This design comes from an exercise in tuning for small area and a short achievable clock period on the open sky130 flow, not from production work.
In this exercise RTL edits were held to simulation tests only and were not proved equivalent to the original.
Power and IR drop assume default switching activity.

[flow/design.v]
package legv8_pkg;
    typedef logic [64-1:0] word_t;
    typedef logic [31:0]        instr_t;
    typedef logic [3:0]         nzcv_t;   
    typedef enum logic [1:0] {
        ALU_OP_ADDR = 2'b00,
        ALU_OP_PASS = 2'b01,
        ALU_OP_FUNC = 2'b10
    } alu_op_t;
    typedef enum logic [1:0] {
        WB_ALU  = 2'b00,
        WB_MEM  = 2'b01,
        WB_PC4  = 2'b10
    } mem_to_reg_t;
    typedef enum logic [2:0] {
        BR_NONE     = 3'b000,
        BR_ALWAYS   = 3'b001,
        BR_COND     = 3'b010,
        BR_ZERO     = 3'b011,
        BR_NOT_ZERO = 3'b100,
        BR_REG      = 3'b101   
    } branch_op_t;
    typedef enum logic [3:0] {
        ALU_ADD    = 4'h0,
        ALU_SUB    = 4'h1,
        ALU_AND    = 4'h2,
        ALU_ORR    = 4'h3,
        ALU_EOR    = 4'h4,
        ALU_PASS_B = 4'h5
    } alu_func_t;
endpackage
`timescale 1ns/1ps
module legv8_core (
    input  logic              clk,
    input  logic              rst_n,
    output legv8_pkg::word_t  pc,
    input  legv8_pkg::instr_t instr,
    output legv8_pkg::word_t  mem_addr,
    output legv8_pkg::word_t  mem_wdata,
    output logic              mem_read,
    output logic              mem_write,
    input  legv8_pkg::word_t  mem_rdata
);
    logic        is_r, is_i, is_ld, is_st, is_cb, is_b, is_bl, is_bcond, is_br;
    logic        set_flags;
    always_comb begin
        is_r = 1'b0; is_i = 1'b0; is_ld = 1'b0; is_st = 1'b0; is_cb = 1'b0;
        is_b = 1'b0; is_bl = 1'b0; is_bcond = 1'b0; is_br = 1'b0;
        casez (instr[31:21])
            11'b10001011000, 11'b10101011000, 11'b11001011000, 11'b11101011000, 11'b10001010000, 11'b11101010000, 11'b10101010000, 11'b11001010000: is_r = 1'b1;
            11'b1001000100?, 11'b1011000100?, 11'b1101000100?, 11'b1111000100?, 11'b1001001000?, 11'b1111001000?, 11'b1011001000?, 11'b1101001000?: is_i = 1'b1;
            11'b11111000010, 11'b00111000010, 11'b01111000010, 11'b10111000100: is_ld = 1'b1;
            11'b11111000000, 11'b00111000000, 11'b01111000000, 11'b10111000000: is_st = 1'b1;
            11'b10110100???, 11'b10110101???: is_cb = 1'b1;
            11'b000101?????: is_b = 1'b1;
            11'b100101?????: is_bl = 1'b1;
            11'b01010100???: is_bcond = 1'b1;
            11'b11010110000: is_br = 1'b1;
            default: ;
        endcase
    end
    assign set_flags = (is_r | is_i) & instr[29] & (instr[24] | instr[30]);
    assign mem_read  = is_ld;
    assign mem_write = is_st;
    logic [4:0]  ra2;
    logic [4:0]  wa;
    logic        wen;
    logic [63:0] wdata;
    logic [63:0] rd1, rd2;
    logic [30:0][63:0] q;
    logic [30:0] wsel;
    assign ra2 = instr[28] ? instr[4:0] : instr[20:16];
    assign wa  = is_bl ? 5'd30 : instr[4:0];
    assign wen = rst_n & (is_r | is_i | is_ld | is_bl);
    logic [31:0][63:0] qz;
    always_comb begin
        for (int i = 0; i < 31; i++) wsel[i] = wen & (wa == 5'(i));
    end
    assign qz  = {64'd0, q};
    assign rd1 = qz[instr[9:5]];
    assign rd2 = qz[ra2];
    for (genvar i = 0; i < 31; i++) begin : g_reg
        always_ff @(posedge clk) begin
            if (wsel[i]) q[i] <= wdata;
        end
    end
    pfx_add #(.W(64)) u_agu (
        .a(rd1), .b({{55{instr[20]}}, instr[20:12]}), .cin(1'b0), .sum(mem_addr), .cout()
    );
    assign mem_wdata = rd2;
    logic [63:0] b, bop, lres, res;
    logic [64:0] sum;
    logic        sub, ovf;
    assign b    = instr[28] ? {52'b0, instr[21:10]} : rd2;
    assign sub  = instr[30];
    assign bop  = sub ? ~b : b;
    pfx_add #(.W(64)) u_add (.a(rd1), .b(bop), .cin(sub), .sum(sum[63:0]), .cout(sum[64]));
    assign ovf  = (rd1[63] == bop[63]) && (sum[63] != rd1[63]);
    always_comb begin
        case (instr[30:29])
            2'b01:   lres = rd1 | b;
            2'b10:   lres = rd1 ^ b;
            default: lres = rd1 & b;
        endcase
    end
    assign res = instr[24] ? sum[63:0] : lres;
    logic [63:0] pc4, boff, btgt, next_pc;
    logic [3:0]  nzcv;
    logic        n, z, c, v, cond_true, rt_zero, taken;
    assign {n, z, c, v} = nzcv;
    assign pc4  = pc + 64'd4;
    assign boff = ~(instr[30] | instr[29]) ? {{36{instr[25]}}, instr[25:0], 2'b00}
                            : {{43{instr[23]}}, instr[23:5], 2'b00};
    assign btgt = pc + boff;
    always_comb begin
        case (instr[3:1])
            3'd0: cond_true = z;
            3'd1: cond_true = c;
            3'd2: cond_true = n;
            3'd3: cond_true = v;
            3'd4: cond_true = c & ~z;
            3'd5: cond_true = (n == v);
            3'd6: cond_true = ~z & (n == v);
            default: cond_true = 1'b0;
        endcase
        cond_true = cond_true ^ instr[0];
        if (instr[3:1] == 3'd7) cond_true = 1'b1;
    end
    assign rt_zero = (rd2 == 64'd0);
    assign taken   = is_b | is_bl | (is_bcond & cond_true) | (is_cb & (rt_zero ^ instr[24]));
    assign next_pc = is_br ? rd1 : (taken ? btgt : pc4);
    always_comb begin
        if (is_ld)      wdata = mem_rdata;
        else if (is_bl) wdata = pc4;
        else            wdata = res;
    end
    always_ff @(posedge clk) begin
        if (!rst_n) begin
            pc   <= 64'h0;
            nzcv <= '0;
        end else begin
            pc <= next_pc;
            if (set_flags)
                nzcv <= {res[63], res == 64'd0, instr[24] & sum[64], instr[24] & ovf};
            else if (is_cb)
                nzcv <= {rd2[63], rt_zero, 2'b00};
        end
    end
endmodule
module pfx_add #(parameter int W = 64) (
    input  logic [W-1:0] a,
    input  logic [W-1:0] b,
    input  logic         cin,
    output logic [W-1:0] sum,
    output logic         cout
);
    localparam int L = (W > 32) ? 6 : (W > 16) ? 5 : (W > 8) ? 4 : (W > 4) ? 3 : (W > 2) ? 2 : 1;
    logic [W-1:0] p, g;
    logic [W-1:0] gg [0:L];
    logic [W-1:0] pp [0:L];
    assign p = a ^ b;
    assign g = a & b;
    assign gg[0] = {g[W-1:1], g[0] | (p[0] & cin)};
    assign pp[0] = p;
    for (genvar l = 0; l < L; l++) begin : g_lvl
        for (genvar i = 0; i < W; i++) begin : g_bit
            if ((i >> l) % 2 == 1) begin : g_op
                localparam int J = ((i >> l) << l) - 1;
                assign gg[l+1][i] = gg[l][i] | (pp[l][i] & gg[l][J]);
                assign pp[l+1][i] = pp[l][i] & pp[l][J];
            end else begin : g_pass
                assign gg[l+1][i] = gg[l][i];
                assign pp[l+1][i] = pp[l][i];
            end
        end
    end
    assign sum  = p ^ {gg[L][W-2:0], cin};
    assign cout = gg[L][W-1];
endmodule
[flow/run.sh]
#!/bin/bash
# synth_recipe.tcl (not shown) runs the flow's synth.tcl, then flattens the netlist and writes it again
# the make line also repeats each setting of config.mk as NAME=value (left out here)
make -C /OpenROAD-flow-scripts/flow DESIGN_CONFIG=/design/flow/config.mk WORK_HOME=/design/flow/orfs CLKGATE_MAP_FILE= SYNTH_SCRIPT=/design/flow/synth_recipe.tcl finish
[flow/config.mk]
export PLATFORM = sky130hd
export DESIGN_NAME = legv8_core
export DESIGN_NICKNAME = legv8_core
export VERILOG_FILES = /design/flow/design.v
export SDC_FILE = /design/flow/constraint.sdc
export NUM_CORES = 4
export LEC_CHECK = 0
export CAP_MARGIN = 20
export CORE_MARGIN = 2
export CORE_UTILIZATION = 40
export SETUP_SLACK_MARGIN = 3
export SLEW_MARGIN = 20
export TNS_END_PERCENT = 5
[flow/constraint.sdc]
create_clock -name core_clock -period 14.0 [get_ports {clk}]
set_input_delay 2.8000 -clock core_clock [delete_from_list [all_inputs] [get_ports {clk}]]
set_output_delay 2.8000 -clock core_clock [all_outputs]
set_load 0.01 [all_outputs]
==> results of run 1 <==
==> power groups by stage <==
| stage | clock (mW) | combinational (mW) | sequential (mW) |
|---|---|---|---|
| 4_1_cts | 5.80 | 3.87 | 7.32 |
| 3_5_place_dp | 0 | 3.78 | 7.45 |
| 6_report | 5.78 | 4.02 | 7.32 |
| 3_3_place_gp | 0 | 3.73 | 7.45 |
| 5_1_grt | 6.02 | 4.18 | 7.31 |
| 2_1_floorplan | 0 | 2.02 | 7.47 |
==> cells by family after synthesis <==
group                      after synthesis
DFF                                   2052
buffers and inverters                  790
AOI/OAI and AO/OA                     1293
and+or+nand+nor                       1960
muxes                                 1293
adders and majority gates              331
xor gates and xnor gates               253
==> final timing paths <==
| path | start | to | slack, ns | depth (start not counted) |
|---|---|---|---|---|
| min reg2reg | pc[0] | pc[0] | 0.58 | 1 |
| min | pc[0] | pc[0] | 0.58 | 1 |
| max reg2reg | q[1478] | nzcv[2] | 6.39 | 26 |
| max | instr[6] | mem_addr[46] | 2.74 | 24 |
==> state kept, by name (all words and copies together) (netlist names) <==
register	count
q	1984
pc	64
nzcv	4
==> layout make-up <==
type                       instances  share of cell area, %
multi-input combinational       5135                   37.7
antenna                           21                 0.0405
tap                             3724                   3.59
timing repair buffer             710                   5.71
sequential                      2052                   46.9
inverter                         267                  0.772
clock buffer                     248                   4.29
clock inverter                   119                  0.982
==> what timing repair did <==
item / 4_1_cts / 5_1_grt
setup buffers: 23 / 21
pin swaps: 9 / 7
gates cloned: 21 / 3
hold buffers: 0 / 0
gates resized for setup: 139 / 31
endpoints found under the setup margin: 274 / 253
==> routing by layer <==
| metal | global-route usage [%] | wire (um) | vias up | part of all wire [%] |
|---|---|---|---|---|
| met5 | 0 | 129 | - | 0.028 |
| met4 | 17.2 | 29200 | 20 | 6.2 |
| met3 | 8.92 | 65500 | 1259 | 14 |
| met2 | 47.7 | 204000 | 6574 | 44 |
| met1 | 42.5 | 169000 | 42590 | 36 |
| li1 | - | - | 32513 | - |
==> synthesized netlist by cell type, drive strengths merged (60+ instances only) <==
master,count
a22oi,60
o21ai,290
nand2,833
mux4,836
a21oi,247
xor2,76
o22ai,76
mux2i,394
buf,249
nor2,287
ha,318
a21o,88
xnor2,177
a31oi,96
nor3,106
edfxtp,1984
clkbuf,274
inv,265
a221oi,82
nand3,358
mux2,63
dfxtp,68
==> placed cells by master, fill, tap and decap left out, drive strengths merged, types with 262 or more instances in the layout <==
| cell | count |
|---|---|
| nand2 | 833 |
| buf | 413 |
| nor2 | 287 |
| mux2i | 394 |
| inv | 268 |
| mux4 | 836 |
| clkdlybuf4s50 | 262 |
| ha | 318 |
| nand3 | 358 |
| edfxtp | 1984 |
| o21ai | 290 |
==> through the flow <==
step / worst slack [ns] / power [mW] / instances / hold slack (ns)
6_report: 2.74 / 17.1 / 12276 / 0.575
5_1_grt: 2.64 / 17.5 / 12256 / 0.589
4_1_cts: 2.76 / 17.0 / 12230 / 0.568
3_5_place_dp: 1.15 / 11.2 / 11819 / 0.553
3_3_place_gp: 1.15 / 11.2 / 11816 / 0.553
2_1_floorplan: 2.05 / 9.48 / 7972 / 0.525
==> results.txt, run 1 <==
- Synth warnings: 4
- Slew margin rel.: 16.5%
- Post-synthesis mux area share: 21.0%
- Largest family of logic cells by synthesized area: multiplexers
- Max cap viols: 0
- DR vias: 82956
- Synth Cell Area: 112000 um^2
- Clock Skews: 0.0654 ns
- Root Buffer: clkbuf_16
- GRT Total Usage: 32.0%
- H-Tree Depth: 4
- Int Power: 11.9 mW
- Worst-path clk slew: 0.06 ns
- Worst-Margin Slew: around 1.3 ns
- Crit-path max FO: 17
- Final core utilization: 46.5%
- Part of the power in registers: 42.8%
- Max IR drop VDD: 0.000113 V
- Period utilization: 80.4%
- Final Hold Vio Count: 0
- Outcome: timing/DRC/antenna clean
- Leakage: 45.2 nW
- Ports: 292
- Die area: around 280000 um^2
- CP startpoint kind: input pin
- Worst min path class: register to register
- CTS tree: done
- DRC violations left: 0
- Worst Path Buf+Inv: 9
- Top cell by count, worst path: buf_4
- Placement Cell Area: 121000 um^2
- Critical-path top delay cell: clkdlybuf4s50_1
- Layout area overhead: 15.9%
- Leading area contributor after synthesis: edfxtp_1
- Final slew viol count: 0
- Syn Nets: 8401
- Wire per inst: 38.2 um
- Fin area: 130000 um^2
- Syn_area_per_cell: 14.0 um^2
- Die width: 533 um
- FF+latch area: a little over 60000 um^2
- Post-DP HPWL: a little under 300 mm
- Final setup fails: 0
- Critical path capture point type: output port
- First-pass GRT wire length: 637 mm
- Pwr per Cell Area: 132 nW/um^2
- Total negative setup slack: 0 ns
- Total CTS buffers: 214
- Sw Pwr: 5.22 mW
- GRT Residual Overflow: 0
- Vias per Instance: 6.76
- FFs w/ async S/R, synth: 0%
- Clock Power Share: 33.7%
- Area contributors post-synth: edfxtp_1 (53%), mux4_2 (17%), ha_1 (3.6%), mux2i_1 (3.5%), nand2_1 (2.8%)
- Worst EP arrival: 8.46 ns
- Post-synth EDFFs: 1984
- RSZ-0062 raised after global routing: true
- Xor and xnor area share after synthesis: 1.98%
- Final min period: 11.26 ns
- Critical-path cell list: buf_16, nor2b_4, buf_12, buf_4, nand2_1, o21ai_0, mux4_2, mux2i_1, buf_4, inv_1, buf_4, ha_1, a211oi_2, o21a_1, o32ai_1, buf_4, a31oi_4, or4_4, o221ai_4, buf_4, and3_1, a41o_1, xor2_1, clkdlybuf4s50_1
- Top FF cell, synth: edfxtp_1
- Gpl congestion: 1.00
- Crit Path Category: input pin to output port
- Initial antenna violation count: 37
- Slowest stage delay, CP: between 0.5 and 0.6 ns
- Simple-gate share of the synthesized area: 8.06%
- Comb pwr share: 23.5%
- TritonCTS sink count: a little over 2000
- Multi-input gate area: 48900 um^2
- Clock buffer depth: 4
- CORE AREA: between 200000 and 300000 um^2
- Syn Inst Count: 7972
- Site row count: 194
- Clock latency on the worst-skew pair: 0.92 ns
- Iteration-0 DRC Markers: 13829
- Largest net degree at the start of global routing: 106
- Top cell type's share of synthesized area: 53.2%
- Post-Synth Adder-Cell Area: 3.79%
- Vias in the first global route: just under 80000
- Final ANT Viol Nets: 0
- FF+latch count, synth: 2052
- Port Buf Inserts: just under 300
- Effective utilization at floorplan: 40.2%
- Die Y: 533 um
- Seq/Total Area, Yosys: 54.4%
- Final WL: 469 mm
- Crit path required time: 11.20 ns
- Final net count: 8809
- Max Freq: 88.8 MHz
- Number of distinct library cells after synthesis: 92
- TritonRoute pass-1 iters: 7
- Crit path max-delay family: buffers and inverters
- Switching share of power: 30.5%
- Layout cells sized above 1: 22.0%
- Fill count: 24008
- Complex-gate fraction of the synthesized area: 7.67%
==> run 2: changes to the inputs <==
--- a/flow/config.mk
+++ b/flow/config.mk
@@ -8,6 +8,5 @@
 export CAP_MARGIN = 20
 export CORE_MARGIN = 2
 export CORE_UTILIZATION = 40
-export SETUP_SLACK_MARGIN = 3
+export SETUP_SLACK_MARGIN = 1.5
 export SLEW_MARGIN = 20
-export TNS_END_PERCENT = 5
==> results.txt, run 2 <==
- Largest net degree at the start of global routing: between 100 and 150
- Worst-Margin Slew: approximately 1.3 ns
- Syn_area_per_cell: 14.0 um^2
- CP Launch Point: instr[6]
- Iteration-0 DRC Markers: 13015
- Clock buffer depth: 4
- Reg with most FFs: q
- Total CTS buffers: ~210
- Synth Cell Area: about 110000 um^2
- Area contributors post-synth: edfxtp_1 (53%), mux4_2 (17%), ha_1 (3.6%), mux2i_1 (3.5%), nand2_1 (2.8%)
- Final Hold Vio Count: 0
- Synth warnings: 4
- Root Buffer: clkbuf_16
- Die Y: 533 um
- First-pass GRT wire length: 629 mm
- Worst EP arrival: approximately 9.6 ns
- Vias in the first global route: 77951
- Worst min path class: register to register
- Die width: between 500 and 600 um
- Syn Inst Count: 7972
- Count leader, synth: edfxtp_1
- Vias per Instance: 6.70
- Layout area overhead: 14.4%
- Total negative setup slack: 0 ns
- Final ANT Viol Nets: 0
- Final setup fails: 0
- Layout cells sized above 1: a little over a fifth
- CTS tree: done
- Leakage: 44.3 nW
- FF+latch area: just over 60000 um^2
- Worst r2r src: q[965]
- RSZ-0062 raised after global routing: false
- Final WL: 459 mm
- Cts hold-fix bufs: 0
- Period utilization: approximately 88%
- Biggest registers after layout: q: 1984 flops, pc: 64 flops, nzcv: 4 flops
- Worst hold stages: 1
- Commonest cells after routing, fill and taps aside: edfxtp_1 (1984), mux4_2 (835), nand2_1 (827)
- Critical path capture point type: output port
- Effective utilization at floorplan: 40.2%
- Final net count: 8744
- Wire per inst: ~38 um
- Commonest non-fill, non-tap cell in the layout: edfxtp_1
- Initial antenna violation count: 36
- Fill count: 24164
- H-Tree Depth: 4
- TritonCTS sink count: 2052
- Site row count: 194
- GRT Total Usage: 31.5%
- Syn Nets: 8401
- Ports: 292
- Final core utilization: 45.9%
- Hold Slack: 0.572 ns
- Post-Place Setup Slack: 1.15 ns
- DR vias: 81806
- Number of distinct library cells after synthesis: 92
- Seq/Total Area, Yosys: 54.4%
- R2R depth: 24
- FF-to-FF End: nzcv[2]
- FF+latch count, synth: ~2000
- GRT Residual Overflow: 0
- Final slew viol count: 0
- Die area: between 200000 and 300000 um^2
- Largest register FFs: 1984
- FFs w/ async S/R, synth: 0%
- Multi-input gate area: 48500 um^2
- DRC violations left: 0
- Worst setup path end: mem_addr[63]
- Port Buf Inserts: about 290
- Clock Skews: between 0.07 and 0.08 ns
- Clock latency on the worst-skew pair: 0.92 ns
- Crit-path max FO: 98
- Post-synth EDFFs: about 2000
- Crit path required time: 11.20 ns
- Top FF cell, synth: edfxtp_1
- Setup ws final: 1.63 ns
- Pwr per Cell Area: 133 nW/um^2
- TritonRoute pass-1 iters: 9
- CORE AREA: approximately 280000 um^2
- Total power: 17.0 mW
- Max Freq: 80.9 MHz
- Slew margin rel.: 15.6%
- CP startpoint kind: input pin
- Top cell type's share of synthesized area: a little over half
- Final min period: 12.37 ns
- Outcome: timing/DRC/antenna clean
- Gpl congestion: 1.00
- Worst-path clk slew: 0.06 ns
- Commonest cells in the netlist: edfxtp_1 (1984), mux4_2 (835), nand2_1 (833)
- Max IR drop VDD: 0.000112 V
- Leading area contributor after synthesis: edfxtp_1
- Flop2flop setup slack: 5.80 ns
- Crit Path Category: input pin to output port
- Post-DP HPWL: 294 mm
- Max cap viols: 0
[run 2: cell counts after synthesis]
Identical to the previous run, type by type.
[run 2: worst min-delay path by stage]
stage / start / end / slack, ns
2_1_floorplan: nzcv[0] / nzcv[0] / 0.53
3_3_place_gp: pc[0] / pc[0] / 0.55
3_5_place_dp: pc[0] / pc[0] / 0.55
4_1_cts: pc[0] / pc[0] / 0.57
5_1_grt: pc[0] / pc[0] / 0.59
6_report: pc[0] / pc[0] / 0.57
[run 2: cells by family (layout without fill, tap and decap cells)]
family | count (synthesis) | in the layout | synth area share [%]
flops | 2052 | 2052 | 54.4
simple gates | 1960 | 1960 | 8.06
compound gates | 1293 | 1293 | 7.67
mux | 1293 | 1293 | 21.0
buf+inv | 790 | 1284 | 3.11
fa+ha+maj | 331 | 331 | 3.79
xor+xnor | 253 | 253 | 1.98
other cells | 0 | 22 | 0
[run 2: final cells by class]
class,instances,area share [%]
clock buffers,248,4.35
flip-flops and latches,2052,47.6
diodes,22,0.0430
clock inverters,119,0.995
inverters,267,0.782
repair buffers,650,4.76
well taps,3724,3.64
multi-input cells,5130,37.9
[run 2: power by group]
group	internal (mW)	switching [mW]
sequential	7.31	0.00841
clock	3.27	2.50
combinational	1.26	2.65
total	11.8	5.16
[run 2: repair_timing]
| item | in CTS | in global routing |
|---|---|---|
| endpoints found under the hold margin | 0 | 0 |
| gates resized for setup | 4 | 14 |
| setup endpoints to repair | 13 | 15 |
| cloned | 0 | 1 |
| setup buffers | 0 | 3 |
| pin swaps | 0 | 0 |
[run 2: critical path: stages]
cell,delay (ns)
buf_12,0.34
buf_12,0.48
mux4_2,0.42
mux4_2,0.49
mux2i_1,0.76
inv_1,0.33
ha_1,0.44
a21o_1,0.20
a21o_1,0.18
a21o_1,0.17
a21o_1,0.19
a21o_1,0.20
a21oi_1,0.20
a2bb2oi_1,0.20
o211ai_1,0.21
a221o_1,0.41
a2111o_1,0.41
a21oi_1,0.19
xnor2_1,0.14
clkdlybuf4s50_1,0.56
[run 2: layer usage]
| metal | vias up | part of all wire (%) | routed length [um] | track usage [%] |
|---|---|---|---|---|
| met4 | 16 | 6.2 | 28500 | 16.9 |
| met1 | 42077 | 37 | 169000 | 41.9 |
| met3 | 1159 | 13 | 61500 | 8.61 |
| met2 | 6197 | 44 | 200000 | 47.0 |
| met5 | - | 0.025 | 114 | 0 |
| li1 | 32357 | - | - | - |
[run 2: metrics by stage]
| stage | instances | area [um^2] |
|---|---|---|
| final | 12212 | 128000 |
| after global routing | 12194 | 128000 |
| after CTS | 12186 | 128000 |
| after detailed placement | 11819 | 121000 |
| after global placement | 11816 | 121000 |
| after floorplan | 7972 | 112000 |
==> run 3: changes to the inputs <==
--- a/flow/config.mk
+++ b/flow/config.mk
@@ -8,5 +8,5 @@
 export CAP_MARGIN = 20
 export CORE_MARGIN = 2
 export CORE_UTILIZATION = 40
-export SETUP_SLACK_MARGIN = 1.5
+export SETUP_SLACK_MARGIN = 4
 export SLEW_MARGIN = 20
==> results.txt, run 3 <==
- Total power: around 17 mW
- Largest net degree at the start of global routing: 93
- FF+latch count, synth: 2052
- Synth warnings: 4
- Worst min path class: register to register
- Worst EP arrival: 7.90 ns
- H-Tree Depth: 4
- Final setup fails: 0
- TritonCTS sink count: 2052
- Top FF cell, synth: edfxtp_1
- Die width: 533 um
- CP Launch Point: instr[5]
- Final ANT Viol Nets: 0
- Max IR drop VDD: 0.000124 V
- Sw Pwr: 5.38 mW
- Commonest cells in the netlist: edfxtp_1 (1984), mux4_2 (835), nand2_1 (833)
- Count leader, synth: edfxtp_1
- Part of the power in registers: 41.9%
- Ports: between 200 and 300
- CP startpoint kind: input pin
- Clock latency on the worst-skew pair: around 0.94 ns
- Int Power: approximately 12 mW
- Worst r2r src: q[985]
- Period utilization: 76.4%
- Crit Path Category: input pin to output port
- RSZ-0062 raised after global routing: true
- Vias per Instance: just under 7
- Layout cells sized above 1: a little over a quarter
- Min-delay src: nzcv[0]
- Commonest non-fill, non-tap cell in the layout: edfxtp_1
- Top cell by count, worst path: buf_6
- Site row count: 194
- Clock buffer depth: 4
- Biggest registers after layout: q: 1984 flops, pc: 64 flops, nzcv: 4 flops
- GRT Residual Overflow: 0
- Top cell type's share of synthesized area: about 53%
- Reg with most FFs: q
- FFs w/ async S/R, synth: 0%
- Gpl congestion: approximately 0.99
- Critical path capture point type: output port
- Layout area overhead: 19.7%
- Slowest stage delay, CP: 0.52 ns
- Leakage: 47.0 nW
- Leading area contributor after synthesis: edfxtp_1
- Die area: approximately 280000 um^2
- Clock Power Share: 33.3%
- Commonest cells after routing, fill and taps aside: edfxtp_1 (1984), mux4_2 (835), nand2_1 (819)
- Max cap viols: 0
- Die Y: 533 um
- Final net count: 9024
- Effective utilization at floorplan: 40.2%
- GRT Total Usage: 32.9%
- Setup ws final: 3.30 ns
- Largest register FFs: 1984
- Crit path max-delay family: buffers and inverters
- Crit-path max FO: 7
- Final Hold Vio Count: 0
- Worst-path clk slew: 0.07 ns
- Root Buffer: clkbuf_16
- Seq/Total Area, Yosys: 54.4%
- CORE AREA: 279000 um^2
- Total CTS buffers: 216
- Post-synth EDFFs: 1984
- Comb pwr share: approximately a quarter
- Clock Skews: 0.0886 ns
- Outcome: timing/DRC/antenna clean
- Port Buf Inserts: 291
- Post-Place Setup Slack: 1.30 ns
- Syn Inst Count: 7972
- Total negative setup slack: 0 ns
- Crit path required time: approximately 11 ns
- Worst Path Buf+Inv: 11
- DRC violations left: 0
- Area contributors post-synth: edfxtp_1 (53%), mux4_2 (17%), ha_1 (3.6%), mux2i_1 (3.5%), nand2_1 (2.8%)
- Pwr per Cell Area: 130 nW/um^2
- Initial antenna violation count: 34
- Synth Cell Area: about 110000 um^2
- Critical-path top delay cell: mux4_2
- DR vias: 85456
- Final slew viol count: 0
- Final WL: 485 mm
- First-pass GRT wire length: 654 mm
- Number of distinct library cells after synthesis: 92
- Vias in the first global route: 80474
- Worst-Margin Slew: 1.26 ns
- Switching share of power: 30.8%
- Syn_area_per_cell: 14.0 um^2
- Iteration-0 DRC Markers: between 10000 and 15000
- TritonRoute pass-1 iters: 9
- CTS tree: done
- Wire per inst: 38.8 um
- Post-DP HPWL: 291 mm
- Slew margin rel.: 15.7%
- Max Freq: between 90 and 100 MHz
- Final min period: 10.70 ns
- Syn Nets: 8401
- Critical-path cell list: buf_16, buf_16, buf_12, mux4_2, mux4_2, mux2i_2, buf_6, inv_8, ha_4, a211oi_2, o21a_1, o32ai_4, a31oi_4, or4_4, o221ai_4, buf_4, buf_6, buf_6, buf_6, buf_6, and3_4, a41o_1, xor2_2, buf_2
[run 3: stage by stage]
step	hold WS (ns)	cells	area (um^2)	util, %
after global routing	0.637	12481	134000	48.1
after detailed placement	0.595	11807	121000	43.4
after CTS	0.605	12392	132000	47.5
after global placement	0.581	11803	121000	43.4
after floorplan	0.525	7972	113000	-
final	0.632	12501	134000	48.1
[run 3: layer usage]
layer	vias up	part of all wire, %	global-route usage (%)
met5	-	0.037	0
met4	24	6.9	19.0
met3	1531	15	10.4
met2	7363	43	48.7
met1	43513	35	42.6
li1	33025	-	-
[run 3: final cells by class]
class / count / area [um^2]
fillers: 23755 / 145000
flip-flops and latches: 2052 / 60900
multi-input cells: 5141 / 50300
repair buffers: 917 / 10300
clock buffers: 253 / 5590
well taps: 3724 / 4660
clock inverters: 125 / 1270
inverters: 267 / 1040
diodes: 22 / 55.1
[run 3: cell families after synthesis]
group / Yosys count / share of synthesized area (%)
adder cells (fa/ha/maj): 331 / 3.79
buffers and inverters: 790 / 3.11
multiplexers: 1293 / 21.0
AO/OA/AOI/OAI: 1293 / 7.67
XOR/XNOR: 253 / 1.98
flip-flops: 2052 / 54.4
AND/OR/NAND/NOR: 1960 / 8.06
[run 3: power groups by stage]
stage               Combinational, mW  Sequential, mW  Clock (mW)
floorplan                        2.06            7.47           0
global placement                 3.69            7.45           0
detailed placement               3.76            7.45           0
CTS                              4.05            7.32        5.80
global route                     4.47            7.31        6.04
finish                           4.33            7.32        5.81
[run 3: path summary, 6_finish.rpt]
| path | slack [ns] | cells after the start | end |
|---|---|---|---|
| setup reg to reg | 6.92 | 29 | nzcv[2] |
| hold reg to reg | 0.63 | 2 | nzcv[0] |
| setup / recovery | 3.30 | 24 | mem_addr[46] |
| hold / removal | 0.63 | 2 | nzcv[0] |
[run 3: worst register-to-register path: cells and delay by family (launching register included)]
kind / cells / cell delay [ns]
buffers and inverters: 7 / 1.21
adder cells (fa/ha/maj): 2 / 0.75
XOR/XNOR: 1 / 0.15
AND/OR/NAND/NOR: 7 / 1.67
multiplexers: 3 / 1.17
flip-flops: 1 / 0.39
AO/OA/AOI/OAI: 9 / 1.74
[run 3: what timing repair did]
item | in CTS | in global routing
pin swaps | 75 | 58
cloned | 49 | 14
setup endpoints to repair | 934 | 207
hold buffers | 0 | 0
hold endpoints to repair | 0 | 0
setup buffers | 158 | 73
resized for setup | 578 | 162
==> run 4: changes to the inputs <==
--- a/flow/config.mk
+++ b/flow/config.mk
@@ -8,5 +8,6 @@
 export CAP_MARGIN = 20
 export CORE_MARGIN = 2
 export CORE_UTILIZATION = 40
-export SETUP_SLACK_MARGIN = 4
+export SETUP_SLACK_MARGIN = 5
 export SLEW_MARGIN = 20
+export TNS_END_PERCENT = 5
==> results.txt, run 4 <==
- Outcome: timing/DRC/antenna clean
- First-pass GRT wire length: 650 mm
- Gpl congestion: just under 1
- Worst-Margin Slew: around 1.2 ns
- FF+latch count, synth: 2052
- Number of distinct library cells after synthesis: 92
- Min-delay src: pc[0]
- Die area: between 200000 and 300000 um^2
- Layout area overhead: 18.7%
- TritonRoute pass-1 iters: 8
- Crit Path Category: input pin to output port
- Syn Nets: 8401
- Slew margin rel.: 18.7%
- Critical path capture point type: output port
- Clock latency on the worst-skew pair: 0.90 ns
- Commonest cells in the netlist: edfxtp_1 (1984), mux4_2 (835), nand2_1 (833)
- Total power: 17.2 mW
- Max IR drop VDD: 0.000118 V
- Clock buffer depth: 4
- Final min period: 10.99 ns
- Largest register FFs: 1984
- Total CTS buffers: approximately 210
- Final ANT Viol Nets: 0
- Site row count: 194
- Final Hold Vio Count: 0
- Crit path required time: 11.20 ns
- Commonest non-fill, non-tap cell in the layout: edfxtp_1
- Worst r2r src: q[1409]
- Port Buf Inserts: 291
- Ports: 292
- DR vias: 84243
- Root Buffer: clkbuf_16
- Final net count: 8986
- Post-DP HPWL: 294 mm
- Post-synth EDFFs: 1984
- Period utilization: 78.5%
- Leading area contributor after synthesis: edfxtp_1
- Die width: around 530 um
- Fill count: 23865
- Commonest cells after routing, fill and taps aside: edfxtp_1 (1984), mux4_2 (835), nand2_1 (822)
- Synth warnings: 4
- CP startpoint kind: input pin
- FFs w/ async S/R, synth: 0%
- Count leader, synth: edfxtp_1
- Max Freq: 91.0 MHz
- DRC violations left: 0
- H-Tree Depth: 4
- Vias per Instance: 6.76
- CP Launch Point: instr[5]
- Syn_area_per_cell: 14.0 um^2
- Largest net degree at the start of global routing: 93
- Multi-input gate area: 50200 um^2
- Clock Skews: 0.0582 ns
- Area contributors post-synth: edfxtp_1 (53%), mux4_2 (17%), ha_1 (3.6%), mux2i_1 (3.5%), nand2_1 (2.8%)
- CTS tree: done
- Pwr per Cell Area: 129 nW/um^2
- Vias in the first global route: approximately 80000
- Synth Cell Area: 112000 um^2
- Die Y: 533 um
- Syn Inst Count: 7972
- Biggest registers after layout: q: 1984 flops, pc: 64 flops, nzcv: 4 flops
- GRT Total Usage: 32.7%
- RSZ-0062 raised after global routing: true
- Worst EP arrival: 8.19 ns
- Final slew viol count: 0
- Initial antenna violation count: between 40 and 50
- Seq/Total Area, Yosys: between 50% and 60%
- Wire per inst: 38.5 um
- GRT Residual Overflow: 0
- Leakage: 46.4 nW
- Final WL: 480 mm
- Final setup fails: 0
- Top cell type's share of synthesized area: 53.2%
- FF+latch area: roughly 60000 um^2
- Top FF cell, synth: edfxtp_1
- Worst min path class: register to register
- TritonCTS sink count: 2052
- CORE AREA: 279000 um^2
- Reg with most FFs: q
- Crit-path max FO: 7
- Max cap viols: 0
- Worst-path clk slew: 0.07 ns
- Effective utilization at floorplan: 40.2%
- Total negative setup slack: 0 ns
- Cts hold-fix bufs: 0
- Iteration-0 DRC Markers: between 10000 and 15000
- Layout cells sized above 1: between 20% and 30%
run 4: changes by cell type in the layout (fill, tap and decap cells not counted), sizes merged:
cell and delta:
buf -35, bufbuf +3, bufinv -8, clkbuf -9
clkdlybuf4s15 +12, clkdlybuf4s18 +1, clkinv +4, diode -2
dlygate4sd2 -4, dlymetal6s2s -1, inv -1, o21ai +1
run 4: metrics by stage:
stage	instances	instance area [um^2]	hold slack, ns	setup slack (ns)	util, %
floorplan	7972	113000	0.525	3.54	-
global placement	11816	121000	0.552	1.22	43.4
detailed placement	11816	121000	0.559	1.17	43.4
CTS	12383	132000	0.574	3.01	47.2
global route	12443	133000	0.629	2.89	47.6
finish	12462	133000	0.580	3.01	47.7
run 4: per-layer routing:
metal | vias to the layer above | wire length [um] | track usage (%)
met5 | - | 238 | 0
met4 | 34 | 30600 | 17.4
met3 | 1313 | 69400 | 10.4
met2 | 6963 | 211000 | 49.3
met1 | 43013 | 169000 | 42.2
li1 | 32920 | - | -
run 4: power breakdown:
group | total, mW | switching [mW] | internal [mW]
clock | 5.58 | 2.48 | 3.10
sequential | 7.31 | 0.00847 | 7.31
combinational | 4.31 | 2.84 | 1.46
total | 17.2 | 5.33 | 11.9
run 4: cells by family (layout without fill, tap and decap cells):
kind of cell    Yosys count  after routing  synth area share [%]
compound gates         1293           1294                  7.67
xor+xnor                253            253                  1.98
fa+ha+maj               331            331                  3.79
buf+inv                 790           1524                  3.11
flops                  2052           2052                  54.4
mux                    1293           1304                  21.0
other cells               0             20                     0
simple gates           1960           1960                  8.06
run 4: cell type report:
| cell class | instances | area share [%] |
|---|---|---|
| antenna | 20 | 0.0377 |
| multi-input combinational | 5142 | 37.7 |
| clock buffer | 256 | 4.16 |
| timing repair buffer | 881 | 7.15 |
| inverter | 267 | 0.771 |
| clock inverter | 120 | 0.798 |
| sequential | 2052 | 45.8 |
| tap | 3724 | 3.51 |
run 4: critical path, cell delays in order:
cell	delay, ns
buf_16	0.12
buf_16	0.17
buf_16	0.16
mux4_2	0.52
mux4_2	0.53
mux2i_4	0.26
inv_2	0.07
buf_4	0.14
fa_2	0.39
a211oi_2	0.24
o21a_1	0.24
o32ai_4	0.14
a31oi_4	0.27
or4_4	0.19
o221ai_4	0.16
nand2_1	0.11
o211ai_1	0.08
buf_4	0.16
a221o_1	0.35
a2111o_1	0.48
buf_6	0.15
a21oi_4	0.13
xnor2_2	0.13
buf_2	0.15
run 4: path summary, 6_finish.rpt:
kind / end / slack, ns / cells after the start
worst max register to register: nzcv[2] / 5.13 / 55
worst min-delay path: pc[0] / 0.58 / 1
worst min register to register: pc[0] / 0.58 / 1
worst max-delay path: mem_addr[63] / 3.01 / 24
run 4: repair_timing:
item / CTS / global route
pin swaps: 54 / 46
cloned: 45 / 6
setup buffers: 146 / 53
setup endpoints to repair: 1754 / 1031
gates resized for setup: 507 / 139

separate check: timing with driven ports:
The flow's constraints put no driver on any port. The routed layouts listed below were extracted and timed again, unchanged, in two steps. Step 1 assumes that a clkbuf_16 drives the clock port and a buf_2 every other input. Step 2 moves the port delays by t, midway between the first and last clock arrival at a register: inputs arrive t later, outputs are due t later. That takes back most of the time a late clock gives input paths. a / b / c = ideal ports / drivers / drivers and shift; a / b = the first two.
run	t, ns	slack for setup (ns)	hold slack, ns
run 1	0.996	2.742 / 2.401 / 1.968	0.575 / 0.575 / 0.575
run 2	0.984	1.635 / 1.521 / 0.970	0.572 / 0.572 / 0.572
run 3	1.008	3.303 / 2.872 / 2.772	0.632 / 0.632 / 0.632
run 4	0.969	3.006 / 2.683 / 1.907	0.580 / 0.580 / 0.580
After both steps every run listed still meets setup and hold. For run 4, which loses most, drivers alone change the setup slack by -0.323 ns; drivers and shift together by -1.099 ns.
